What follows belongs to an exercise in optimizing a design on an open flow for a short achievable clock period and few clock cycles per item; a production flow would make more cautious choices. Function was checked by simulation only, so behaviour that the tests miss may differ from the original. No driver is modelled on the clock port, so clocking that relies on it looks cheaper here than on a real chip. Power and IR drop assume default switching activity.

==> flow/design.v <==
module sbox_bit #(
  parameter logic [127:0] TT = '0,    
  parameter int KV = 0
) (
  input  logic [7:0] d,
  input  logic [7:0] k,
  input  logic       o_q,
  input  logic       s_q,
  input  logic       o_new,
  input  logic       o_skid,
  input  logic       o_hold,
  input  logic       s_v,
  output logic       o_d,
  output logic       s_d
);
  logic [7:0] x;
  logic       t;
  assign x   = d ^ k;
  assign t   = ~((x[7:7] == 1'(KV)) & TT[x[6:0]]);
  assign o_d = (o_new & t) | (o_skid & s_q) | (o_hold & o_q);
  assign s_d = (~s_v & t) | (s_v & s_q);
endmodule
module rijndael_sbox_seq #(
  parameter int          NBYTES    = 16,
  parameter logic [15:0] LFSR_SEED = 16'hACE1
) (
  input  logic                clk,
  input  logic                rst,
  input  logic                in_valid,
  output logic                in_ready,
  input  logic [8*NBYTES-1:0] din,
  input  logic [8*NBYTES-1:0] key,
  input  logic                mask_en,
  input  logic                seed_load,
  input  logic [15:0]         seed,
  output logic                out_valid,
  input  logic                out_ready,
  output logic [8*NBYTES-1:0] dout,
  output logic                busy
);
  localparam int EW = 16;   
  localparam logic [2047:0] TT = {
    128'h52379de7b844e3e14cb3770196ca0329,
    128'h21e0b833255917823f6bcb91b30db559,
    128'h54b248130b4f256f7d8dcc4706319e08,
    128'hf210a3aece472e532624b286bc48ecb4,
    128'h4e9ddb76c892fb1be9da849cf6ac6c1b,
    128'hac39b6c0d6ce2efc577d64e03b0c3ffb,
    128'hc870974094ead8a96a450b2ef33486b4,
    128'h4f1ead396f247a0410bdb210c006eab5,
    128'he7bac28f866aac825caa2ec7bf977090,
    128'he4851b3bf3ab2560980a3cc2c2fdb4ff,
    128'h6bc2aa4e0d787aa4f8045f7b6d98dd7f,
    128'hf7f17a494ce30f58c2b0f97752b8b11e,
    128'h2568ea2effa8527d109020a2193d586a,
    128'h23a869a2a428c424a16387fb3b48b4c6,
    128'he61a4c5e97816f7a7bae007d4c53fc7d,
    128'h68ab4bfa8acb7a13b14ede67096c6eed
  };
  logic [16*EW-1:0] o_q, s_q, o_d, s_d;
  logic             o_v, s_v, acc, o_free;
  logic             o_new, o_skid, o_hold;    
  assign in_ready  = !s_v;
  assign out_valid = o_v;
  assign busy      = s_v;
  assign acc       = in_valid && !s_v;
  assign o_free    = !o_v || out_ready;    
  assign o_new     = o_free && !s_v;       
  assign o_skid    = o_free &&  s_v;       
  assign o_hold    = !o_free;              
  for (genvar i = 0; i < 16; i++) begin : g_byte
    for (genvar kk = 0; kk < 2; kk++) begin : g_slice
      for (genvar j = 0; j < 8; j++) begin : g_bit
        localparam int B = EW*i + 8*kk + j;
        sbox_bit #(.TT(TT[(8*kk+j)*128 +: 128]), .KV(kk)) u_bit (
          .d(din[8*i +: 8]), .k(key[8*i +: 8]), .o_q(o_q[B]), .s_q(s_q[B]),
          .o_new(o_new), .o_skid(o_skid), .o_hold(o_hold), .s_v(s_v),
          .o_d(o_d[B]), .s_d(s_d[B]));
      end
    end
  end
  always_comb begin
    for (int i = 0; i < 16; i++)
      for (int j = 0; j < 8; j++)
        dout[8*i + j] = ~(o_q[EW*i + 0 + j] & o_q[EW*i + 8 + j]);
  end
  always_ff @(posedge clk or posedge rst) begin
    if (rst) begin
      o_v <= 1'b0;
      s_v <= 1'b0;
    end else if (o_free) begin
      o_v <= s_v || acc;
      s_v <= 1'b0;
    end else begin
      s_v <= s_v || acc;
    end
  end
  always_ff @(posedge clk) begin
    o_q <= o_d;
    s_q <= s_d;
  end
endmodule
==> flow/flow/run.sh <==
#!/bin/bash
# Own flow: the standard layout (standard.sh, unchanged synthesis) with
#  - ORFS's timing repair asked for a larger setup margin, so that it keeps
#    improving paths that already meet the design's clock period;
#  - global routing told to leave more of met1 free (flow/fastroute.tcl).
# make's output goes to standard_make.log; each ORFS step logs under orfs/logs.
set -euo pipefail
MARGIN=16
bash standard.sh SETUP_SLACK_MARGIN=$MARGIN FASTROUTE_TCL="$PWD/flow/fastroute.tcl" finish > standard_make.log 2>&1
==> flow/flow/fastroute.tcl <==
# Global routing capacity: keep more of met1 free than the platform's
# default (0.2 on every layer) so the global router moves signal wiring up to
# met2/met3, which the detailed router then finishes with fewer conflicts.
set_global_routing_layer_adjustment met1 0.45
set_global_routing_layer_adjustment met2-met5 0.2

set_routing_layers -clock $::env(MIN_CLK_ROUTING_LAYER)-$::env(MAX_ROUTING_LAYER)
set_routing_layers -signal $::env(MIN_ROUTING_LAYER)-$::env(MAX_ROUTING_LAYER)
==> flow/standard.sh <==
#!/bin/bash
# synth_recipe.tcl (not shown) runs the flow's synth.tcl, then flattens the netlist and writes it again
# the make line also repeats each setting of config.mk as NAME=value (left out here)
make -C /OpenROAD-flow-scripts/flow DESIGN_CONFIG=/design/flow/config.mk WORK_HOME=/design/flow/orfs CLKGATE_MAP_FILE= SYNTH_SCRIPT=/design/flow/synth_recipe.tcl "${@:-finish}"
==> flow/config.mk <==
export PLATFORM = sky130hd
export DESIGN_NAME = rijndael_sbox_seq
export DESIGN_NICKNAME = rijndael_sbox_seq
export VERILOG_FILES = /design/flow/design.v
export SDC_FILE = /design/flow/constraint.sdc
export NUM_CORES = 4
export LEC_CHECK = 0
export CAP_MARGIN = 20
export CORE_MARGIN = 2
export CORE_UTILIZATION = 40
export SLEW_MARGIN = 20
export SYNTH_HIERARCHICAL = 1
export SYNTH_MINIMUM_KEEP_SIZE = 0
==> flow/constraint.sdc <==
create_clock -name core_clock -period 22.0 [get_ports {clk}]
set_input_delay 4.4000 -clock core_clock [delete_from_list [all_inputs] [get_ports {clk}]]
set_output_delay 4.4000 -clock core_clock [all_outputs]
set_load 0.01 [all_outputs]
==> results.json, run 1 <==
{
  "root_buffer": "clkbuf_16",
  "clk_latency_ps": 830,
  "ys_seq_elements": 514,
  "grt_pass1_vias": 119247,
  "cts-buffers-inserted": 87,
  "die_h_um": 589,
  "seqPwrFrac": 0.171,
  "crit_fanout": 3,
  "p_switching_mw": 3.66,
  "synth_top_area_share": 0.136,
  "cp-end-kind": "output pin",
  "crit_type": "flop to output pin",
  "area_growth_pct": 16.5,
  "layout-drive-gt1-share": 0.219,
  "synth_edf_count": 0,
  "required_ps": 17600,
  "core_area_mm2": 0.340,
  "max_freq_mhz": 162,
  "finalSetupTns_ps": 0,
  "final_common_cell": "ha_1",
  "min_path_type": "flop to flop",
  "n_fill_cell": 32372,
  "synth_warnings": 7,
  "swShare": 0.468,
  "synthFlopType": "dfxtp_1",
  "finalSetupViolCount": 0,
  "buffer_ports.inserted": 390,
  "leakagePower_nw": 59.7,
  "num_vias": 125589,
  "fin_worst_skew_ps": 50.7,
  "async_flop_share": 0.00389,
  "cp-start-kind": "flop",
  "grt_max_degree": 137,
  "drtIter0Drc": 8702,
  "clkTransAtPathRegs_ps": 60,
  "r2r-start": "s_v",
  "min_period_over_period": 0.280,
  "fin_crit_ps": 6170,
  "crit_path_start": "s_v",
  "outcome": "finished clean",
  "setup_slack_ps": 15830,
  "die_w_um": 589,
  "grt_pass1_wl_mm": 639,
  "final_cell_mix": "1360 x ha_1, 1050 x xnor2_1, 1033 x nand2_1",
  "seq_area_mm2": 0.0104,
  "hold_viol_final": 0,
  "cp.arrival_ps": 1770,
  "p_int_mw": 4.17,
  "clkSinkCount": 514,
  "track_usage": 0.247,
  "syn-num-nets": 17633,
  "clock_power_share": 0.194,
  "worstMarginPinSlew_ps": 1130,
  "multi_input_area_mm2": 0.130,
  "whs_ps": 453,
  "antenna_found_initial": 14,
  "gr-total-overflow": 0,
  "min-delay-start": "s_q[178]",
  "final_nets": 18250,
  "globalplace.congestion": 0.917,
  "post-dp-hpwl_mm": 255,
  "io_pins": 409,
  "cts_tree": "yes",
  "postPlaceCellArea_mm2": 0.153,
  "drcViolationCount": 0,
  "final_area_mm2": 0.160,
  "cts_max_path_buffers": 4,
  "netlist_instances": 15867,
  "die_area_mm2": 0.347,
  "synth_cell_types": 93,
  "ant_nets": 0,
  "start_util": 0.403,
  "drv_cap": 0,
  "peakVddDrop_mv": 0.0595,
  "synth_seq_area_share": 0.0752,
  "syn_area_mm2": 0.137,
  "synth_top_area_cell": "ha_1",
  "rows": 214,
  "htreeDepth": 3,
  "wl_per_cell_um": 19.3,
  "netlist_top_cells_area": "ha_1 14%, xnor2_1 7.8%, dfxtp_1 7.5%",
  "vias_per_cell": 5.95,
  "power_frac_comb": 0.635,
  "cellPowerDensity_mw_per_mm2": 49.0,
  "slew_violations": 0,
  "dp_slack_ps": 14140,
  "dr.pass1.iters": 6,
  "drt-total-wl_mm": 406,
  "slew_headroom": 0.248,
  "cts_hold_buf": 0,
  "rsz0062_at_grt": "yes",
  "syn_area_per_cell_um2": 8.63
}
[synth_stat cells (96+ instances only)]
cell and count:
xor2_2 528, o221ai_1 112, xor2_4 96, o21ai_1 128, mux2i_1 432, mux4_2 176
inv_2 193, xnor2_2 224, a21oi_1 816, a31oi_1 320, o31ai_1 208, a211oi_1 272
nand2_1 1073, ha_1 1488, nor3_1 864, mux4_1 96, buf_2 128, xor2_1 864
a311oi_1 112, inv_1 738, a22oi_1 176, xnor2_1 1216, nand3_1 480, dfxtp_1 512
a221oi_1 112, nor2_1 850, o21ai_0 560, o211ai_1 384, nor4_1 176, o311ai_0 96
a22o_1 112, o2111ai_1 128, nand4_1 144
[registers in the layout, summed over array words and instances (netlist names)]
signal  count
o_q       256
s_q       256
o_v         1
s_v         1
[metal layers]
metal	wire length (um)	track usage	up-vias
met5	13	0	-
li1	-	-	61203
met1	176000	0.408	59751
met3	31000	0.0629	628
met4	11100	0.0649	2
met2	188000	0.362	4005
[timing repair]
item	in CTS	in global routing
cloned	1	10
gates resized for setup	619	455
setup endpoints to repair	518	449
setup buffers	3	67
pin swaps	5	18
[cell type report]
type	count	share of cell area
diodes	8	0.000125
inverters	963	0.0236
flip-flops and latches	514	0.0652
multi-input cells	14182	0.813
clock inverters	39	0.00368
clock buffers	112	0.0152
well taps	4536	0.0356
repair buffers	736	0.0439
[cell families (layout without fill, tap and decap cells)]
| logic type | after synthesis | after routing | synth area share |
|---|---|---|---|
| AO/OA/AOI/OAI | 4656 | 4656 | 0.250 |
| AND/OR/NAND/NOR | 4166 | 4166 | 0.152 |
| XOR/XNOR | 3008 | 3008 | 0.258 |
| adder cells (fa/ha/maj) | 1488 | 1488 | 0.136 |
| buffers and inverters | 1171 | 1850 | 0.0365 |
| multiplexers | 864 | 864 | 0.0929 |
| flip-flops | 514 | 514 | 0.0752 |
| other | 0 | 8 | 0 |
[critical path: stages (launching register included)]
cell	delay [ps]
dfrtp_4	600
buf_6	190
inv_6	50
buf_8	130
[power by group through the flow]
| stage | Combinational, mW | Clock (mW) | Sequential, mW |
|---|---|---|---|
| after floorplan | 3.54 | 0 | 1.30 |
| after global placement | 4.84 | 0 | 1.33 |
| after detailed placement | 4.85 | 0 | 1.33 |
| after CTS | 4.87 | 1.57 | 1.34 |
| after global routing | 5.48 | 1.60 | 1.37 |
| final | 4.97 | 1.52 | 1.33 |
[stage by stage]
stage,power (mW),utilization,std cells
after detailed placement,6.18,0.449,20850
final,7.83,0.469,21090
after CTS,7.77,0.461,21005
after global routing,8.45,0.469,21089
after global placement,6.17,0.449,20850
after floorplan,4.84,-,15867
[worst paths after layout]
kind,cells past startpoint,endpoint,slack [ps]
worst min-delay path,2,s_q[178],450
worst max register to register,6,s_q[233],18600
min in group asynchronous,2,o_v,3780
worst max-delay path,3,in_ready,15830
max in group asynchronous,2,s_v,18090
worst min register to register,2,s_q[178],450
Testbench counts, summed over its fixed seeds: cycles 392, blocks 384.
==> run 2, diff against run 1 <==
--- a/flow/design.v
+++ b/flow/design.v
@@ -58,15 +58,15 @@
     128'h68ab4bfa8acb7a13b14ede67096c6eed
   };
   logic [16*EW-1:0] o_q, s_q, o_d, s_d;
-  logic             o_v, s_v, acc, o_free;
+  logic             o_v, s_v, s_v_d, sn_q, acc, o_free;
   logic             o_new, o_skid, o_hold;    
   assign in_ready  = !s_v;
   assign out_valid = o_v;
   assign busy      = s_v;
-  assign acc       = in_valid && !s_v;
+  assign acc       = in_valid && sn_q;
   assign o_free    = !o_v || out_ready;    
-  assign o_new     = o_free && !s_v;       
-  assign o_skid    = o_free &&  s_v;       
+  assign o_new     = o_free &&  sn_q;      
+  assign o_skid    = o_free && !sn_q;      
   assign o_hold    = !o_free;              
   for (genvar i = 0; i < 16; i++) begin : g_byte
     for (genvar kk = 0; kk < 2; kk++) begin : g_slice
@@ -74,7 +74,7 @@
         localparam int B = EW*i + 8*kk + j;
         sbox_bit #(.TT(TT[(8*kk+j)*128 +: 128]), .KV(kk)) u_bit (
           .d(din[8*i +: 8]), .k(key[8*i +: 8]), .o_q(o_q[B]), .s_q(s_q[B]),
-          .o_new(o_new), .o_skid(o_skid), .o_hold(o_hold), .s_v(s_v),
+          .o_new(o_new), .o_skid(o_skid), .o_hold(o_hold), .s_v(!sn_q),
           .o_d(o_d[B]), .s_d(s_d[B]));
       end
     end
@@ -84,15 +84,16 @@
       for (int j = 0; j < 8; j++)
         dout[8*i + j] = ~(o_q[EW*i + 0 + j] & o_q[EW*i + 8 + j]);
   end
+  assign s_v_d = !o_free && (!sn_q || acc);
   always_ff @(posedge clk or posedge rst) begin
     if (rst) begin
-      o_v <= 1'b0;
-      s_v <= 1'b0;
-    end else if (o_free) begin
-      o_v <= s_v || acc;
-      s_v <= 1'b0;
+      o_v  <= 1'b0;
+      s_v  <= 1'b0;
+      sn_q <= 1'b1;
     end else begin
-      s_v <= s_v || acc;
+      if (o_free) o_v <= !sn_q || acc;
+      s_v  <= s_v_d;
+      sn_q <= !s_v_d;
     end
   end
   always_ff @(posedge clk) begin
==> results.json, run 2 <==
{
  "outcome": "finished clean",
  "required_ps": 22700,
  "cts-buffers-inserted": 87,
  "leakagePower_nw": 60.2,
  "fin_worst_skew_ps": 47.3,
  "drt-total-wl_mm": 410,
  "synth_seq_area_share": 0.0753,
  "finalSetupTns_ps": 0,
  "dp_slack_ps": 13210,
  "netlist_top_cells_area": "ha_1 14%, xnor2_1 7.8%, dfxtp_1 7.5%",
  "post-dp-hpwl_mm": 249,
  "start_util": 0.403,
  "synthFlopType": "dfxtp_1",
  "crit_buf_inv": 4,
  "cp-start-kind": "input port",
  "grt_pass1_vias": 119454,
  "cellPowerDensity_mw_per_mm2": 48.7,
  "reg_top3": "o_q: 256 flops, s_q: 256 flops",
  "crit_chain": "clkdlybuf4s15_1 -> buf_12 -> buf_16 -> buf_4 -> xor2_4 -> ha_1 -> mux4_1 -> o21ai_1 -> a2111oi_4 -> o31ai_1",
  "min_period_over_period": 0.274,
  "core_area_mm2": 0.340,
  "final_common_cell": "ha_1",
  "grt_max_degree": 126,
  "netlist_instances": 15870,
  "final_nets": 18356,
  "die_h_um": 589,
  "min_path_type": "flop to flop",
  "buffer_ports.inserted": 390,
  "worstMarginPinSlew_ps": 1000,
  "finalSetupViolCount": 0,
  "setup_slack_ps": 15980,
  "slew_headroom": 0.330,
  "ys_seq_elements": 515,
  "syn_area_per_cell_um2": 8.64,
  "rsz0062_at_grt": "yes",
  "min-delay-start": "s_q[182]",
  "crit_path_start": "din[33]",
  "synth_warnings": 7,
  "root_buffer": "clkbuf_16",
  "synth_edf_count": 0,
  "critPathMaxStageDelay_ps": 510,
  "cp-end-kind": "flop",
  "fin_crit_ps": 6020,
  "critPathTopFamily": "buffers and inverters",
  "area_growth_pct": 15.7,
  "yosysMostFrequentCell": "ha_1",
  "max_freq_mhz": 166,
  "clkSinkCount": 515,
  "cts_tree": "yes",
  "antenna_found_initial": 14,
  "peakVddDrop_mv": 0.0591,
  "async_flop_share": 0.00583,
  "wl_per_cell_um": 19.4,
  "seq_area_mm2": 0.0104,
  "grt_pass1_wl_mm": 643,
  "rows": 214,
  "globalplace.congestion": 0.924,
  "crit_type": "input port to flop",
  "syn-num-nets": 17636,
  "clkTransAtPathRegs_ps": 60,
  "track_usage": 0.249,
  "syn_area_mm2": 0.137,
  "cts_max_path_buffers": 4,
  "synth_cell_types": 93,
  "drcViolationCount": 0,
  "io_pins": 409,
  "multi_input_area_mm2": 0.128,
  "whs_ps": 450,
  "num_vias": 126552,
  "crit_fanout": 7,
  "layout-drive-gt1-share": 0.205,
  "htreeDepth": 3,
  "hold_viol_final": 0,
  "vias_per_cell": 5.97,
  "drv_cap": 0,
  "cp_slowest_cell": "mux4_1",
  "drtIter0Drc": 8844,
  "slew_violations": 0,
  "clk_latency_ps": 830,
  "die_w_um": 589,
  "r2r-start": "sn_q",
  "gr-total-overflow": 0,
  "final_cell_mix": "1445 x ha_1, 1072 x xnor2_1, 1039 x nand2_1",
  "die_area_mm2": 0.347,
  "n_fill_cell": 32286,
  "synth_top_area_cell": "ha_1",
  "ant_nets": 0,
  "synth_common_cells": "1488 x ha_1, 1216 x xnor2_1, 1073 x nand2_1",
  "dr.pass1.iters": 8,
  "power_mw": 7.73,
  "cp.arrival_ps": 6720,
  "synth_top_area_share": 0.136
}
==> run 2: final timing paths <==
kind	to	slack [ps]	cells after the start
min	s_q[182]	450	2
min reg2reg	s_q[182]	450	2
max in group asynchronous	sn_q	18010	2
max reg2reg	s_q[169]	18440	8
max	o_q[66]	15980	10
min in group asynchronous	o_v	3780	2
==> run 2: timing repair <==
| item | 4_1_cts | 5_1_grt |
|---|---|---|
| cloned | 12 | 12 |
| hold buffers | 0 | 0 |
| resized for setup | 794 | 626 |
| buffers inserted | 38 | 137 |
| pin swaps | 14 | 49 |
| endpoints found under the setup margin | 616 | 414 |
==> run 2: metal layers <==
metal	part of all wire	routed length [um]	up-vias	global-route usage
li1	-	-	61367	-
met1	0.43	176000	60271	0.406
met2	0.46	191000	4247	0.367
met3	0.080	32700	647	0.0652
met4	0.026	10600	20	0.0669
met5	0.00032	131	-	0
==> run 2: metrics by stage <==
stage | utilization | cells | cell area, um2
final | 0.466 | 21196 | 159000
after global routing | 0.466 | 21194 | 159000
after CTS | 0.451 | 21041 | 154000
after detailed placement | 0.434 | 20837 | 148000
after global placement | 0.434 | 20837 | 148000
after floorplan | - | 15870 | 139000
==> run 2: report_power, final <==
group	internal, mW	leakage (nW)	total (mW)	switching (mW)
Combinational	2.03	54.5	4.94	2.91
Sequential	1.19	4.34	1.34	0.147
Clock	0.850	1.38	1.45	0.596
Total	4.07	60.2	7.73	3.66
==> run 2: cell families (layout without fill, tap and decap cells) <==
kind of cell             count (synthesis)  in the layout  synth area share
multiplexers                           864            864            0.0929
AO/OA/AOI/OAI                         4657           4657             0.250
adder cells (fa/ha/maj)               1488           1488             0.136
flip-flops                             515            515            0.0753
AND/OR/NAND/NOR                       4166           4167             0.152
other                                    0              5                 0
XOR/XNOR                              3008           3008             0.258
buffers and inverters                 1172           1956            0.0365
==> run 2: worst register-to-register path, stage by stage (launching register included) <==
cell,delay [ps]
dfstp_2,430
clkinvlp_4,180
buf_4,440
buf_4,750
buf_4,570
buf_4,640
nor2_1,160
a32oi_1,210
o21ai_1,90
==> run 2: layout make-up <==
| class | instances | share of cell area |
|---|---|---|
| multi-input cells | 14184 | 0.804 |
| repair buffers | 836 | 0.0526 |
| flip-flops and latches | 515 | 0.0657 |
| inverters | 964 | 0.0235 |
| repair inverters | 2 | 0.000205 |
| diodes | 5 | 0.0000789 |
| well taps | 4536 | 0.0358 |
| clock inverters | 39 | 0.00254 |
| clock buffers | 115 | 0.0154 |
Testbench counts of run 2, summed over its fixed seeds: cycles 392, blocks 384.
==> run 3, diff against run 2 <==
==> flow/flow/run.sh (replaced) <==
#!/bin/bash
# Own flow: the standard layout (standard.sh, unchanged synthesis) with
#  - ORFS's timing repair asked for a larger setup margin, so that it keeps
#    improving paths that already meet the design's clock period, and run
#    again after CTS with rising margins (flow/post_cts.tcl);
#  - global routing told to leave more of met1 free (flow/fastroute.tcl).
# make's output goes to standard_make.log; each ORFS step logs under orfs/logs.
set -euo pipefail
MARGIN=16
bash standard.sh SETUP_SLACK_MARGIN=$MARGIN FASTROUTE_TCL="$PWD/flow/fastroute.tcl" \
  POST_CTS_TCL="$PWD/flow/post_cts.tcl" finish > standard_make.log 2>&1
==> flow/flow/post_cts.tcl (new file) <==
# Sourced by ORFS's cts.tcl (POST_CTS_TCL) after its own timing repair.
# ORFS's repair_timing stops once it finds no move that improves the worst
# path; asking again with a slowly rising setup margin lets it keep working
# on the next paths. The SDC and clock period are untouched.
foreach margin {15.9 16.0 16.1 16.2 16.3 16.4 16.5 16.6} {
  log_cmd repair_timing -setup -setup_margin $margin -repair_tns 100 -match_cell_footprint
  puts "post_cts: margin $margin worst slack [worst_slack -max]"
}
set result [catch { detailed_placement } msg]
if { $result != 0 } {
  error "Detailed placement failed after extra repair: $msg"
}
check_placement -verbose
estimate_parasitics -placement
puts "post_cts: final worst slack [worst_slack -max]"
--- a/flow/config.mk
+++ b/flow/config.mk
@@ -7,7 +7,7 @@
 export LEC_CHECK = 0
 export CAP_MARGIN = 20
 export CORE_MARGIN = 2
-export CORE_UTILIZATION = 40
+export CORE_UTILIZATION = 50
 export SLEW_MARGIN = 20
 export SYNTH_HIERARCHICAL = 1
 export SYNTH_MINIMUM_KEEP_SIZE = 0
==> results.json, run 3 <==
{
  "crit_type": "input port to flop",
  "ant_nets": 0,
  "critPathMaxStageDelay_ps": 580,
  "async_flop_share": 0.00583,
  "final_common_cell": "buf_4",
  "hold_viol_final": 0,
  "cp-endpoint": "s_q[18]",
  "wl_per_cell_um": 24.5,
  "worstMarginPinSlew_ps": 988,
  "crit_fanout": 8,
  "min_period_over_period": 0.268,
  "die_w_um": 528,
  "synth-simple-area-share": 0.152,
  "cp-start-kind": "input port",
  "slew_headroom": 0.342,
  "core_area_mm2": 0.273,
  "die_area_mm2": 0.278,
  "fin_worst_skew_ps": 35.5,
  "cts_tree": "yes",
  "drcViolationCount": 0,
  "leakagePower_nw": 79.5,
  "clock_power_share": 0.157,
  "drt-total-wl_mm": 554,
  "final_nets": 20655,
  "clkSinkCount": 515,
  "synth_warnings": 7,
  "synthAdderAreaFrac": 0.136,
  "vias_per_cell": 6.52,
  "finalSetupViolCount": 0,
  "synth_compound_gate_area_share": 0.250,
  "outcome": "finished clean",
  "track_usage": 0.435,
  "ff2ff_path_depth": 7,
  "final_cell_mix": "1714 x buf_4, 945 x nand2_1, 897 x ha_1",
  "cp.arrival_ps": 6560,
  "netlist_instances": 15870,
  "min_path_type": "flop to flop",
  "finalSetupTns_ps": 0,
  "yosysMostFrequentCell": "ha_1",
  "slew_violations": 0,
  "cellPowerDensity_mw_per_mm2": 46.8,
  "power_mw": 9.72,
  "netlist_top_cells_area": "ha_1 14%, xnor2_1 7.8%, dfxtp_1 7.5%",
  "clkTransAtPathRegs_ps": 60,
  "antenna_found_initial": 21,
  "io_pins": 409,
  "synth_edf_count": 0,
  "syn-num-nets": 17636,
  "rows": 192,
  "synth_common_cells": "1488 x ha_1, 1216 x xnor2_1, 1073 x nand2_1",
  "grt_pass1_wl_mm": 864,
  "layout-drive-gt1-share": 0.408,
  "fin_cells": 22552,
  "syn_area_mm2": 0.137,
  "synth_top_area_cell": "ha_1",
  "grt_max_degree": 122,
  "grt_pass1_vias": 150449,
  "dr.pass1.iters": 9,
  "power_frac_comb": 0.701,
  "regToRegEndpoint": "s_q[175]",
  "p_switching_mw": 4.47,
  "drtIter0Drc": 11112,
  "cp-end-kind": "flop",
  "clk_latency_ps": 790,
  "synthFlopType": "dfxtp_1",
  "seqPwrFrac": 0.142,
  "syn_area_per_cell_um2": 8.64,
  "synth_top_area_share": 0.136,
  "synth_cell_types": 93,
  "die_h_um": 528,
  "synthMuxAreaShare": 0.0929,
  "dp_slack_ps": 13710,
  "num_vias": 147078,
  "crit_path_start": "key[9]",
  "r2r_slack_ps": 18180,
  "globalplace.congestion": 0.922,
  "reg_top3": "o_q: 256 flops, s_q: 256 flops",
  "buffer_ports.inserted": 390,
  "fin_crit_ps": 5890,
  "area_growth_pct": 51.6,
  "peakVddDrop_mv": 0.0560,
  "gr-total-overflow": 0,
  "synth_top_family_by_area": "XOR/XNOR gates",
  "p_int_mw": 5.25,
  "required_ps": 22670,
  "r2r-start": "sn_q",
  "dp_cells": 19882,
  "rsz0062_at_grt": "no",
  "post-dp-hpwl_mm": 248,
  "drv_cap": 0,
  "max_freq_mhz": 170,
  "synth_seq_area_share": 0.0753,
  "ys_seq_elements": 515,
  "swShare": 0.460,
  "setup_slack_ps": 16110,
  "crit_chain": "buf_12 -> buf_16 -> xor2_4 -> buf_4 -> inv_1 -> ha_1 -> a2111oi_0 -> nor3_1 -> o31ai_1",
  "start_util": 0.502,
  "cp_slowest_cell": "a2111oi_0",
  "synth-xor-area-share": 0.258
}
[run 3: cell types whose count changed in the layout (fill, tap and decap cells not counted), sizes merged]
cell	before	now
buf	602	2981
bufbuf	9	78
bufinv	6	12
clkbuf	165	111
clkdlybuf4s15	78	9
clkdlybuf4s50	67	33
clkinv	24	25
clkinvlp	12	7
diode	5	6
dlygate4sd2	30	22
inv	963	966
nor2	852	851
xnor2	1520	1526
xor2	1488	1497
[run 3: cell families (layout without fill, tap and decap cells)]
group | Yosys count | count (layout)
DFF | 515 | 515
other | 0 | 6
muxes | 864 | 864
adders and majority gates | 1488 | 1488
AOI/OAI and AO/OA | 4657 | 4657
and+or+nand+nor | 4166 | 4166
buffers and inverters | 1172 | 4244
xor gates and xnor gates | 3008 | 3023
[run 3: metal layers]
metal,share of wire,up-vias,track usage
li1,-,66131,-
met4,0.072,26,0.246
met2,0.45,8217,0.617
met1,0.35,70099,0.597
met5,0.00026,-,0
met3,0.12,2605,0.192
[run 3: area by class of cell]
class	count	area, um2
clock inverter	44	584
timing repair buffer	3123	38400
sequential	515	10600
multi-input combinational	14198	147000
clock buffer	111	2370
antenna	6	15.0
tap	3589	4490
inverter	964	3910
timing repair inverter	2	32.5
fill	17152	65300
[run 3: critical path: cells and delay by family]
| kind | cells | cell delay [ps] |
|---|---|---|
| AOI/OAI and AO/OA | 2 | 860 |
| buffers and inverters | 4 | 570 |
| xor gates and xnor gates | 1 | 290 |
| adders and majority gates | 1 | 260 |
| and+or+nand+nor | 1 | 170 |
[run 3: how the worst min path moves through the flow]
stage	from	to	slack, ps	cells after the start
after floorplan	s_q[102]	s_q[102]	430	2
after global placement	s_q[150]	s_q[150]	440	2
after detailed placement	s_q[246]	s_q[246]	440	2
after global routing	s_q[198]	s_q[198]	470	2
final	s_q[146]	s_q[146]	450	2
[run 3: power groups by stage]
| stage | Sequential [mW] | Clock [mW] | Combinational, mW |
|---|---|---|---|
| 2_1_floorplan | 1.29 | 0 | 3.48 |
| 3_3_place_gp | 1.33 | 0 | 4.69 |
| 3_5_place_dp | 1.33 | 0 | 4.67 |
| 5_1_grt | 1.40 | 1.58 | 7.28 |
| 6_report | 1.38 | 1.53 | 6.82 |
[run 3: through the flow]
step           utilization  hold WS [ps]  area, um2
6_report             0.761           451     208000
5_1_grt              0.761           472     208000
3_5_place_dp         0.537           441     147000
3_3_place_gp         0.537           438     147000
2_1_floorplan            -           426     139000
==> run 4, diff against run 3 <==
--- a/flow/config.mk
+++ b/flow/config.mk
@@ -7,7 +7,7 @@
 export LEC_CHECK = 0
 export CAP_MARGIN = 20
 export CORE_MARGIN = 2
-export CORE_UTILIZATION = 50
+export CORE_UTILIZATION = 55
 export SLEW_MARGIN = 20
 export SYNTH_HIERARCHICAL = 1
 export SYNTH_MINIMUM_KEEP_SIZE = 0
==> results.json, run 4 <==
{
  "grt_pass1_vias": 162343,
  "p_int_mw": 5.24,
  "cp.arrival_ps": 6640,
  "synth_top_family_by_area": "XOR/XNOR gates",
  "area_growth_pct": 53.0,
  "synth_seq_area_share": 0.0753,
  "finalSetupTns_ps": 0,
  "final_nets": 20742,
  "gr-total-overflow": 0,
  "n_fill_cell": 12747,
  "rows": 183,
  "fin_crit_ps": 6010,
  "rsz0062_at_grt": "no",
  "die_h_um": 503,
  "dr.pass1.iters": 10,
  "synth_top_area_share": 0.136,
  "vias_per_cell": 6.87,
  "final_common_cell": "buf_4",
  "fin_cells": 22377,
  "post-route-util": 0.845,
  "cp-end-kind": "flop",
  "globalplace.congestion": 0.944,
  "final_cell_mix": "1663 x buf_4, 946 x nand2_1, 868 x xnor2_1",
  "ant_nets": 0,
  "r2r_slack_ps": 17860,
  "syn_area_mm2": 0.137,
  "seq_area_mm2": 0.0106,
  "slew_headroom": 0.264,
  "synth_compound_gate_area_share": 0.250,
  "seqPwrFrac": 0.140,
  "dp_cells": 19616,
  "ys_seq_elements": 515,
  "slew_violations": 0,
  "synth_cell_types": 93,
  "ff2ff_path_depth": 7,
  "cellPowerDensity_mw_per_mm2": 47.3,
  "drv_cap": 0,
  "clkSinkCount": 515,
  "num_vias": 153776,
  "clock_power_share": 0.144,
  "cp-start-kind": "input port",
  "post-dp-hpwl_mm": 266,
  "synth-xor-area-share": 0.258,
  "min_path_type": "flop to flop",
  "worstMarginPinSlew_ps": 1100,
  "hold_depth": 2,
  "die_w_um": 503,
  "crit_fanout": 6,
  "outcome": "finished clean",
  "whs_ps": 455,
  "yosysMostFrequentCell": "ha_1",
  "antenna_found_initial": 16,
  "grt_pass1_wl_mm": 923,
  "finalSetupViolCount": 0,
  "synth_warnings": 7,
  "required_ps": 22630,
  "power_mw": 9.91,
  "grt_max_degree": 157,
  "hold_viol_final": 0,
  "drt-total-wl_mm": 597,
  "synthAdderAreaFrac": 0.136,
  "start_util": 0.552,
  "die_area_mm2": 0.253,
  "p_switching_mw": 4.67,
  "max_freq_mhz": 166,
  "clk_latency_ps": 770,
  "async_flop_share": 0.00583,
  "synthMuxAreaShare": 0.0929,
  "synth_common_cells": "1488 x ha_1, 1216 x xnor2_1, 1073 x nand2_1",
  "synth_edf_count": 0,
  "io_pins": 409,
  "syn_area_per_cell_um2": 8.64,
  "drcViolationCount": 0,
  "netlist_top_cells_area": "ha_1 14%, xnor2_1 7.8%, dfxtp_1 7.5%",
  "clkTransAtPathRegs_ps": 60,
  "synthFlopType": "dfxtp_1",
  "leakagePower_nw": 80.3,
  "swShare": 0.471,
  "netlist_instances": 15870,
  "synth_top_area_cell": "ha_1",
  "peakVddDrop_mv": 0.0620,
  "buffer_ports.inserted": 390,
  "multi_input_area_mm2": 0.148,
  "reg_top3": "o_q: 256 flops, s_q: 256 flops",
  "syn-num-nets": 17636,
  "fin_worst_skew_ps": 33.3,
  "wl_per_cell_um": 26.7,
  "track_usage": 0.513,
  "min_period_over_period": 0.273,
  "power_frac_comb": 0.716,
  "core_area_mm2": 0.248,
  "layout-drive-gt1-share": 0.418,
  "drtIter0Drc": 13319,
  "crit_type": "input port to flop",
  "cts_tree": "yes",
  "synth-simple-area-share": 0.152
}
## run 4: cell counts after synthesis
Identical to the previous run, type by type.
## run 4: worst max-delay path, cell delays in order
cell and delay, ps:
buf_12 110, buf_16 160, buf_12 140, buf_6 120, xnor2_4 190, inv_2 90, ha_4 300, mux2i_2 90
o2111ai_2 230, o41ai_2 140, a2111oi_0 510, a21oi_1 150
## run 4: logic make-up after synthesis
kind of cell    count (synthesis)
mux                           864
xor+xnor                     3008
fa+ha+maj                    1488
simple gates                 4166
flops                         515
buf+inv                      1172
compound gates               4657
## run 4: per-layer routing
metal / wire length [um] / vias up / GRT usage / part of all wire
met3: 85400 / 3778 / 0.270 / 0.14
met2: 267000 / 10343 / 0.727 / 0.45
li1: - / 66294 / - / -
met1: 195000 / 73337 / 0.646 / 0.33
met5: 174 / - / 0.00381 / 0.00029
met4: 49200 / 24 / 0.328 / 0.082
## run 4: cell type report
type,instances,share of cell area
antenna,14,0.000167
clock buffer,118,0.0115
clock inverter,23,0.00124
inverter,964,0.0187
multi-input combinational,14196,0.707
sequential,515,0.0507
tap,3330,0.0199
timing repair buffer,3215,0.191
timing repair inverter,2,0.0000835
## run 4: final timing paths
kind	from	endpoint
min reg2reg	s_q[166]	s_q[166]
max reg2reg	sn_q	s_q[233]
max in group asynchronous	rst	sn_q
min	s_q[166]	s_q[166]
min in group asynchronous	rst	s_v
max	key[105]	s_q[218]
## run 4: power groups by stage
stage / logic, mW / clock network (mW) / registers (mW)
2_1_floorplan: 3.48 / 0 / 1.29
3_3_place_gp: 4.58 / 0 / 1.32
3_5_place_dp: 4.72 / 0 / 1.34
5_1_grt: 7.49 / 1.46 / 1.42
6_report: 7.10 / 1.42 / 1.39
## run 4: per-stage QoR
step | setup WS, ps | cell area [um2]
final | 15990 | 210000
after global routing | 16000 | 210000
after detailed placement | 12320 | 146000
after global placement | 12440 | 146000
after floorplan | 6560 | 139000
==> run 5, diff against run 4 <==
--- a/flow/design.v
+++ b/flow/design.v
@@ -6,10 +6,8 @@
   input  logic [7:0] k,
   input  logic       o_q,
   input  logic       s_q,
-  input  logic       o_new,
-  input  logic       o_skid,
-  input  logic       o_hold,
-  input  logic       s_v,
+  input  logic       o_free,    
+  input  logic       s_v,       
   output logic       o_d,
   output logic       s_d
 );
@@ -17,7 +15,7 @@
   logic       t;
   assign x   = d ^ k;
   assign t   = ~((x[7:7] == 1'(KV)) & TT[x[6:0]]);
-  assign o_d = (o_new & t) | (o_skid & s_q) | (o_hold & o_q);
+  assign o_d = o_free ? (s_v ? s_q : t) : o_q;
   assign s_d = (~s_v & t) | (s_v & s_q);
 endmodule
 module rijndael_sbox_seq #(
@@ -59,22 +57,18 @@
   };
   logic [16*EW-1:0] o_q, s_q, o_d, s_d;
   logic             o_v, s_v, s_v_d, sn_q, acc, o_free;
-  logic             o_new, o_skid, o_hold;    
   assign in_ready  = !s_v;
   assign out_valid = o_v;
   assign busy      = s_v;
   assign acc       = in_valid && sn_q;
   assign o_free    = !o_v || out_ready;    
-  assign o_new     = o_free &&  sn_q;      
-  assign o_skid    = o_free && !sn_q;      
-  assign o_hold    = !o_free;              
   for (genvar i = 0; i < 16; i++) begin : g_byte
     for (genvar kk = 0; kk < 2; kk++) begin : g_slice
       for (genvar j = 0; j < 8; j++) begin : g_bit
         localparam int B = EW*i + 8*kk + j;
         sbox_bit #(.TT(TT[(8*kk+j)*128 +: 128]), .KV(kk)) u_bit (
           .d(din[8*i +: 8]), .k(key[8*i +: 8]), .o_q(o_q[B]), .s_q(s_q[B]),
-          .o_new(o_new), .o_skid(o_skid), .o_hold(o_hold), .s_v(!sn_q),
+          .o_free(o_free), .s_v(!sn_q),
           .o_d(o_d[B]), .s_d(s_d[B]));
       end
     end
--- a/flow/config.mk
+++ b/flow/config.mk
@@ -7,7 +7,7 @@
 export LEC_CHECK = 0
 export CAP_MARGIN = 20
 export CORE_MARGIN = 2
-export CORE_UTILIZATION = 55
+export CORE_UTILIZATION = 50
 export SLEW_MARGIN = 20
 export SYNTH_HIERARCHICAL = 1
 export SYNTH_MINIMUM_KEEP_SIZE = 0
==> results.json, run 5 <==
{
  "outcome": "finished clean",
  "synth_cell_types": 95,
  "buffer_ports.inserted": 390,
  "max_freq_mhz": 168,
  "gr-total-overflow": 0,
  "ant_nets": 0,
  "synthAdderAreaFrac": 0.139,
  "leakagePower_nw": 82.2,
  "area_growth_pct": 57.6,
  "peakVddDrop_mv": 0.0595,
  "clkSinkCount": 515,
  "drt-total-wl_mm": 551,
  "dr.max_layer_used": "met5",
  "final_area_mm2": 0.212,
  "finalSetupViolCount": 0,
  "num_vias": 149486,
  "synthMuxAreaShare": 0.0819,
  "fin_worst_skew_ps": 43.4,
  "met3_wirelength_mm": 63.4,
  "wl_met2_mm": 253,
  "drv_cap": 0,
  "wl_met1_mm": 196,
  "async_flop_share": 0.00583,
  "synth_top_area_share": 0.139,
  "synth_top_family_by_area": "XOR/XNOR gates",
  "synth_common_cells": "1488 x ha_1, 1184 x xor2_1, 1072 x xnor2_1",
  "antenna_found_initial": 5,
  "synthFlopType": "dfxtp_1",
  "reg_top3": "o_q: 256 flops, s_q: 256 flops",
  "synth_seq_area_share": 0.0769,
  "grt_max_degree": 92,
  "clk_latency_ps": 760,
  "cp-start-kind": "input port",
  "fin_crit_ps": 5950,
  "crit_type": "input port to flop",
  "slew_violations": 0,
  "rsz0062_at_grt": "no",
  "seq_area_mm2": 0.0106,
  "layout-drive-gt1-share": 0.416,
  "power_mw": 9.77,
  "crit_fanout": 8,
  "synth-simple-area-share": 0.153,
  "grt_pass1_wl_mm": 866,
  "start_util": 0.502,
  "netlist_instances": 15931,
  "required_ps": 22650,
  "core_area_mm2": 0.268,
  "track_usage": 0.440,
  "min_path_type": "flop to flop",
  "wl_per_cell_um": 23.8,
  "synth_top_area_cell": "ha_1",
  "drtIter0Drc": 11178,
  "yosysMostFrequentCell": "ha_1",
  "dp_slack_ps": 14290,
  "setup_slack_ps": 16050,
  "hold_viol_final": 0,
  "vias_per_cell": 6.46,
  "finalSetupTns_ps": 0,
  "final_common_cell": "buf_4",
  "multi_input_area_mm2": 0.146,
  "post-route-util": 0.791,
  "die_area_mm2": 0.273,
  "cp.arrival_ps": 6600,
  "syn_area_mm2": 0.134,
  "cellPowerDensity_mw_per_mm2": 46.1,
  "synth_warnings": 7,
  "worstMarginPinSlew_ps": 867,
  "io_pins": 409,
  "syn_area_per_cell_um2": 8.43,
  "rows": 190,
  "netlist_top_cells_area": "ha_1 14%, xor2_1 7.7%, dfxtp_1 7.6%",
  "n_fill_cell": 15571,
  "drcViolationCount": 0,
  "globalplace.congestion": 0.932,
  "synth_compound_gate_area_share": 0.253,
  "grt_pass1_vias": 155445,
  "postPlaceCellArea_mm2": 0.144,
  "dr.pass1.iters": 9,
  "post-dp-hpwl_mm": 244,
  "ys_seq_elements": 515,
  "die_w_um": 522,
  "final_nets": 21277,
  "synth_edf_count": 0,
  "cp-end-kind": "flop",
  "clkTransAtPathRegs_ps": 60,
  "die_h_um": 522,
  "synth-xor-area-share": 0.260,
  "cts_tree": "yes",
  "final_cell_mix": "1897 x buf_4, 939 x nor2_1, 896 x nand2_1",
  "slew_headroom": 0.418,
  "syn-num-nets": 17697,
  "min_period_over_period": 0.270
}
## run 5: cell types whose count changed after synthesis, sizes merged, moves of 112 or more
cell / before / now
o21ai: 721 / 880
a22oi: 208 / 48
nor2: 851 / 1025
a311oi: 112 / 240
buf: 192 / 80
nand2b: 33 / 145
inv: 964 / 1139
o22ai: 64 / 192
nor3: 944 / 672
xor2: 1488 / 1728
a21oi: 832 / 672
xnor2: 1520 / 1360
## run 5: kinds of logic (layout without fill, tap and decap cells)
logic type	after synthesis	count (layout)
compound gates	4576	4576
simple gates	4245	4247
xor+xnor	3104	3106
fa+ha+maj	1488	1488
buf+inv	1251	4898
mux	752	752
flops	515	515
other cells	0	2
## run 5: path summary, 6_finish.rpt
kind                            end  slack (ps)  startpoint  depth (start not counted)
setup / recovery           o_q[254]       16050    key[120]                         11
hold / removal              s_q[29]         440     s_q[29]                          2
setup reg to reg           o_q[143]       17420        sn_q                         10
hold reg to reg             s_q[29]         440     s_q[29]                          2
max in group asynchronous      sn_q       17970         rst                          2
min in group asynchronous       s_v        3800         rst                          2
## run 5: metrics by stage
step,cells,hold slack (ps)
2_1_floorplan,15931,422
3_3_place_gp,20021,429
3_5_place_dp,20021,434
5_1_grt,23136,451
6_report,23136,440
## run 5: cell type report
| class | count | share of cell area |
|---|---|---|
| multi-input combinational | 14169 | 0.690 |
| timing repair buffer | 3597 | 0.202 |
| sequential | 515 | 0.0502 |
| inverter | 1139 | 0.0216 |
| tap | 3552 | 0.0210 |
| clock buffer | 124 | 0.0124 |
| clock inverter | 35 | 0.00266 |
| timing repair inverter | 3 | 0.000106 |
| antenna | 2 | 0.0000236 |
## run 5: critical path: stages
cell,delay (ps)
buf_12,130
buf_16,160
buf_8,170
xnor2_4,160
inv_2,80
ha_4,220
nor3b_1,350
a221oi_1,110
o32ai_1,400
o22ai_2,160
a31o_1,210
## run 5: report_power, final
| group | internal (mW) | switching, mW |
|---|---|---|
| combinational | 3.11 | 3.69 |
| clock | 0.990 | 0.651 |
| sequential | 1.19 | 0.133 |
| total | 5.29 | 4.48 |
## run 5: metal layers
metal,vias to the layer above,GRT usage
met5,-,0.00176
met4,8,0.243
met3,2677,0.179
met2,8514,0.638
met1,71275,0.605
li1,67012,-
Testbench counts of run 5, summed over its fixed seeds: cycles 392, blocks 384.
==> run 6, diff against run 5 <==
--- a/flow/design.v
+++ b/flow/design.v
@@ -6,8 +6,10 @@
   input  logic [7:0] k,
   input  logic       o_q,
   input  logic       s_q,
-  input  logic       o_free,    
-  input  logic       s_v,       
+  input  logic       o_new,
+  input  logic       o_skid,
+  input  logic       o_hold,
+  input  logic       s_v,
   output logic       o_d,
   output logic       s_d
 );
@@ -15,7 +17,7 @@
   logic       t;
   assign x   = d ^ k;
   assign t   = ~((x[7:7] == 1'(KV)) & TT[x[6:0]]);
-  assign o_d = o_free ? (s_v ? s_q : t) : o_q;
+  assign o_d = (o_new & t) | (o_skid & s_q) | (o_hold & o_q);
   assign s_d = (~s_v & t) | (s_v & s_q);
 endmodule
 module rijndael_sbox_seq #(
@@ -57,18 +59,22 @@
   };
   logic [16*EW-1:0] o_q, s_q, o_d, s_d;
   logic             o_v, s_v, s_v_d, sn_q, acc, o_free;
+  logic             o_new, o_skid, o_hold;    
   assign in_ready  = !s_v;
   assign out_valid = o_v;
   assign busy      = s_v;
   assign acc       = in_valid && sn_q;
   assign o_free    = !o_v || out_ready;    
+  assign o_new     = o_free &&  sn_q;      
+  assign o_skid    = o_free && !sn_q;      
+  assign o_hold    = !o_free;              
   for (genvar i = 0; i < 16; i++) begin : g_byte
     for (genvar kk = 0; kk < 2; kk++) begin : g_slice
       for (genvar j = 0; j < 8; j++) begin : g_bit
         localparam int B = EW*i + 8*kk + j;
         sbox_bit #(.TT(TT[(8*kk+j)*128 +: 128]), .KV(kk)) u_bit (
           .d(din[8*i +: 8]), .k(key[8*i +: 8]), .o_q(o_q[B]), .s_q(s_q[B]),
-          .o_free(o_free), .s_v(!sn_q),
+          .o_new(o_new), .o_skid(o_skid), .o_hold(o_hold), .s_v(!sn_q),
           .o_d(o_d[B]), .s_d(s_d[B]));
       end
     end
==> flow/flow/run.sh (replaced) <==
#!/bin/bash
# Own flow: the standard layout (standard.sh) with
#  - ORFS's timing repair asked for a larger setup margin, so that it keeps
#    improving paths that already meet the design's clock period, and run
#    again after CTS with rising margins (flow/post_cts.tcl);
#  - global routing told to leave more of met1 free (flow/fastroute.tcl);
#  - the platform's don't-use list extended with the weakest (_0) drive
#    strengths of a few logic cells, which the mapper picks but the timing
#    repair then fails to upsize. Only combinational cells are affected, so
#    synthesis gives the same registers (names and cell types).
# make's output goes to standard_make.log; each ORFS step logs under orfs/logs.
set -euo pipefail
MARGIN=16
PLATFORM_DONT_USE="sky130_fd_sc_hd__probe_p_8 sky130_fd_sc_hd__probec_p_8 sky130_fd_sc_hd__lpflow_bleeder_1 sky130_fd_sc_hd__lpflow_clkbufkapwr_1 sky130_fd_sc_hd__lpflow_clkbufkapwr_16 sky130_fd_sc_hd__lpflow_clkbufkapwr_2 sky130_fd_sc_hd__lpflow_clkbufkapwr_4 sky130_fd_sc_hd__lpflow_clkbufkapwr_8 sky130_fd_sc_hd__lpflow_clkinvkapwr_1 sky130_fd_sc_hd__lpflow_clkinvkapwr_16 sky130_fd_sc_hd__lpflow_clkinvkapwr_2 sky130_fd_sc_hd__lpflow_clkinvkapwr_4 sky130_fd_sc_hd__lpflow_clkinvkapwr_8 sky130_fd_sc_hd__lpflow_decapkapwr_12 sky130_fd_sc_hd__lpflow_decapkapwr_3 sky130_fd_sc_hd__lpflow_decapkapwr_4 sky130_fd_sc_hd__lpflow_decapkapwr_6 sky130_fd_sc_hd__lpflow_decapkapwr_8 sky130_fd_sc_hd__lpflow_inputiso0n_1 sky130_fd_sc_hd__lpflow_inputiso0p_1 sky130_fd_sc_hd__lpflow_inputiso1n_1 sky130_fd_sc_hd__lpflow_inputiso1p_1 sky130_fd_sc_hd__lpflow_inputisolatch_1 sky130_fd_sc_hd__lpflow_isobufsrc_1 sky130_fd_sc_hd__lpflow_isobufsrc_16 sky130_fd_sc_hd__lpflow_isobufsrc_2 sky130_fd_sc_hd__lpflow_isobufsrc_4 sky130_fd_sc_hd__lpflow_isobufsrc_8 sky130_fd_sc_hd__lpflow_isobufsrckapwr_16 sky130_fd_sc_hd__lpflow_lsbuf_lh_hl_isowell_tap_1 sky130_fd_sc_hd__lpflow_lsbuf_lh_hl_isowell_tap_2 sky130_fd_sc_hd__lpflow_lsbuf_lh_hl_isowell_tap_4 sky130_fd_sc_hd__lpflow_lsbuf_lh_isowell_4 sky130_fd_sc_hd__lpflow_lsbuf_lh_isowell_tap_1 sky130_fd_sc_hd__lpflow_lsbuf_lh_isowell_tap_2 sky130_fd_sc_hd__lpflow_lsbuf_lh_isowell_tap_4 "
EXTRA_DONT_USE="sky130_fd_sc_hd__a2111oi_0 sky130_fd_sc_hd__a21boi_0 sky130_fd_sc_hd__and2_0 sky130_fd_sc_hd__o21ai_0 sky130_fd_sc_hd__o311ai_0 sky130_fd_sc_hd__or2_0"
bash standard.sh SETUP_SLACK_MARGIN=$MARGIN FASTROUTE_TCL="$PWD/flow/fastroute.tcl" \
  POST_CTS_TCL="$PWD/flow/post_cts.tcl" DONT_USE_CELLS="$PLATFORM_DONT_USE $EXTRA_DONT_USE" \
  finish > standard_make.log 2>&1
==> results.json, run 6 <==
{
  "min_path_type": "flop to flop",
  "core_area_mm2": 0.273,
  "clkSinkCount": 515,
  "final_common_cell": "buf_4",
  "peakVddDrop_mv": 0.0617,
  "crit_type": "input port to flop",
  "crit_fanout": 8,
  "grt_pass1_vias": 144537,
  "hold_viol_final": 0,
  "whs_ps": 452,
  "cp_slowest_cell": "a311oi_2",
  "post-dp-hpwl_mm": 251,
  "dr.pass1.iters": 7,
  "worstMarginPinSlew_ps": 995,
  "ys_seq_elements": 515,
  "crit_buf_inv": 4,
  "required_ps": 22650,
  "synth_seq_area_share": 0.0753,
  "min_period_over_period": 0.272,
  "area_growth_pct": 49.2,
  "syn_area_mm2": 0.137,
  "synth_warnings": 7,
  "synth_top_area_share": 0.136,
  "async_flop_share": 0.00583,
  "r2r-start": "sn_q",
  "antenna_found_initial": 32,
  "fin_crit_ps": 5970,
  "clkTransAtPathRegs_ps": 60,
  "netlist_top_cells_area": "ha_1 14%, xnor2_1 8.1%, dfxtp_1 7.5%",
  "cellPowerDensity_mw_per_mm2": 47.0,
  "clk_latency_ps": 780,
  "gr-total-overflow": 0,
  "cp-start-kind": "input port",
  "synthFlopType": "dfxtp_1",
  "crit_path_start": "din[112]",
  "rows": 192,
  "die_h_um": 528,
  "reg_top3": "o_q: 256 flops, s_q: 256 flops",
  "min-delay-start": "s_q[214]",
  "num_vias": 143481,
  "outcome": "finished clean",
  "hold_depth": 2,
  "yosysMostFrequentCell": "ha_1",
  "cp.arrival_ps": 6630,
  "wl_per_cell_um": 23.3,
  "die_area_mm2": 0.278,
  "slew_violations": 0,
  "synth_edf_count": 0,
  "rsz0062_at_grt": "no",
  "synth_cell_types": 95,
  "grt_max_degree": 102,
  "ant_nets": 0,
  "cp-end-kind": "flop",
  "syn-num-nets": 17700,
  "critPathMaxStageDelay_ps": 420,
  "start_util": 0.502,
  "synth_common_cells": "1488 x ha_1, 1264 x xnor2_1, 1137 x nand2_1",
  "drt-total-wl_mm": 524,
  "io_pins": 409,
  "netlist_instances": 15934,
  "fin_worst_skew_ps": 34.1,
  "slew_headroom": 0.337,
  "vias_per_cell": 6.37,
  "drtIter0Drc": 10611,
  "globalplace.congestion": 0.929,
  "syn_area_per_cell_um2": 8.60,
  "final_cell_mix": "1586 x buf_4, 1008 x xnor2_1, 1002 x nand2_1",
  "ff2ff_path_depth": 6,
  "die_w_um": 528,
  "finalSetupViolCount": 0,
  "layout-drive-gt1-share": 0.400,
  "critPathTopFamily": "compound AO/OA/AOI/OAI gates",
  "cts_tree": "yes",
  "cpMostUsedCell": "buf_4",
  "drv_cap": 0,
  "leakagePower_nw": 77.8,
  "max_freq_mhz": 167,
  "cp.depth": 11,
  "drcViolationCount": 0,
  "synth_top_area_cell": "ha_1",
  "grt_pass1_wl_mm": 821,
  "buffer_ports.inserted": 390,
  "track_usage": 0.411,
  "finalSetupTns_ps": 0,
  "final_nets": 20607,
  "crit_chain": "buf_12 -> buf_16 -> xor2_4 -> buf_4 -> buf_4 -> ha_1 -> mux2i_1 -> o31ai_2 -> a311oi_2 -> nor3_1 -> o31ai_1"
}
==> run 6: changes by cell type after synthesis, moves of 144 or more <==
cell and delta:
a22oi_1 +160, inv_1 -225, nand2_1 +144, nor2_1 -254, nor3_1 +240, o21ai_0 -736, o21ai_1 +641, xnor2_1 +192
xor2_1 -272
==> run 6: worst paths after layout <==
check | endpoint | slack [ps]
worst max-delay path | s_q[226] | 16030
worst min-delay path | s_q[214] | 450
worst max register to register | s_q[137] | 19020
worst min register to register | s_q[214] | 450
max in group asynchronous | sn_q | 17930
min in group asynchronous | o_v | 3840
==> run 6: cell type report <==
cell class | count | area [um2]
Antenna cell | 14 | 35.0
Fill cell | 18319 | 68700
Sequential cell | 515 | 10600
Clock buffer | 120 | 2470
Timing Repair Buffer | 3020 | 36900
Inverter | 964 | 3930
Tap cell | 3589 | 4490
Clock inverter | 35 | 541
Timing Repair inverter | 2 | 32.5
Multi-Input combinational cell | 14253 | 145000
==> run 6: kinds of logic after synthesis <==
group	synth area share
AO/OA/AOI/OAI	0.246
AND/OR/NAND/NOR	0.154
XOR/XNOR	0.261
adder cells (fa/ha/maj)	0.136
buffers and inverters	0.0359
multiplexers	0.0916
flip-flops	0.0753
==> run 6: per-stage QoR <==
step / utilization / std cells / instance area, um2 / setup WS [ps] / power, mW
global placement: 0.552 / 19959 / 151000 / 13580 / 6.18
floorplan: - / 15934 / 143000 / 7130 / 4.87
detailed placement: 0.552 / 19960 / 151000 / 13560 / 6.17
finish: 0.748 / 22512 / 204000 / 16030 / 9.61
global route: 0.748 / 22507 / 204000 / 16010 / 10.2
==> run 6: metal layers <==
metal | part of all wire | track usage
met3 | 0.11 | 0.160
met5 | 0.00043 | 0
met4 | 0.059 | 0.198
met1 | 0.37 | 0.592
met2 | 0.46 | 0.592
==> run 6: power breakdown <==
group          internal (mW)  leakage (nW)  switching (mW)
logic                   3.09          72.1            3.60
registers               1.21          4.34           0.167
clock network          0.921          1.46           0.619
total                   5.22          77.8            4.38
==> run 6: tightest hold or removal path, stage by stage, from the launching register on <==
cell	delay, ps
dfxtp_1	310
nand2_1	50
o31ai_1	50
Testbench counts of run 6, summed over its fixed seeds: cycles 392, blocks 384.

-- static timing again, ports no longer ideal --
The results above use ideal ports. As a check the final layouts listed here were re-extracted and re-timed, cells and wires unchanged. Step 1 assumes that a clkbuf_16 drives the clock port and a buf_2 every other input. Step 2, shift: input delay + t, output delay - t, t = (earliest + latest rising clock arrival at the registers) / 2. This alone moves slack from input paths to output paths. Three values: no drivers, after step 1, after step 2; two values: the first two.
run | t, ns | setup slack, ns | clock arrival spread, ns | worst slew at a driven data input, ns | pins driven straight from the clock port
run 1 | 0.892 | 15.833 / 15.736 / 15.149 | 0.068 / 0.068 | 0.23 | 1
run 2 | 0.900 | 15.980 / 15.976 / 15.150 | 0.054 / 0.054 | 0.12 | 1
run 3 | 0.877 | 16.114 / 15.988 / 15.111 | 0.037 / 0.037 | 0.34 | 1
run 4 | 0.851 | 15.992 / 16.006 / 15.155 | 0.046 / 0.046 | 0.37 | 1
run 5 | 0.847 | 16.053 / 16.072 / 15.243 | 0.061 / 0.061 | 0.27 | 1
run 6 | 0.870 | 16.026 / 16.094 / 15.224 | 0.049 / 0.048 | 0.31 | 1
After both steps every run listed still meets setup and hold. For run 3, which loses most, drivers alone change the setup slack by -0.126 ns; drivers and shift together by -1.003 ns.
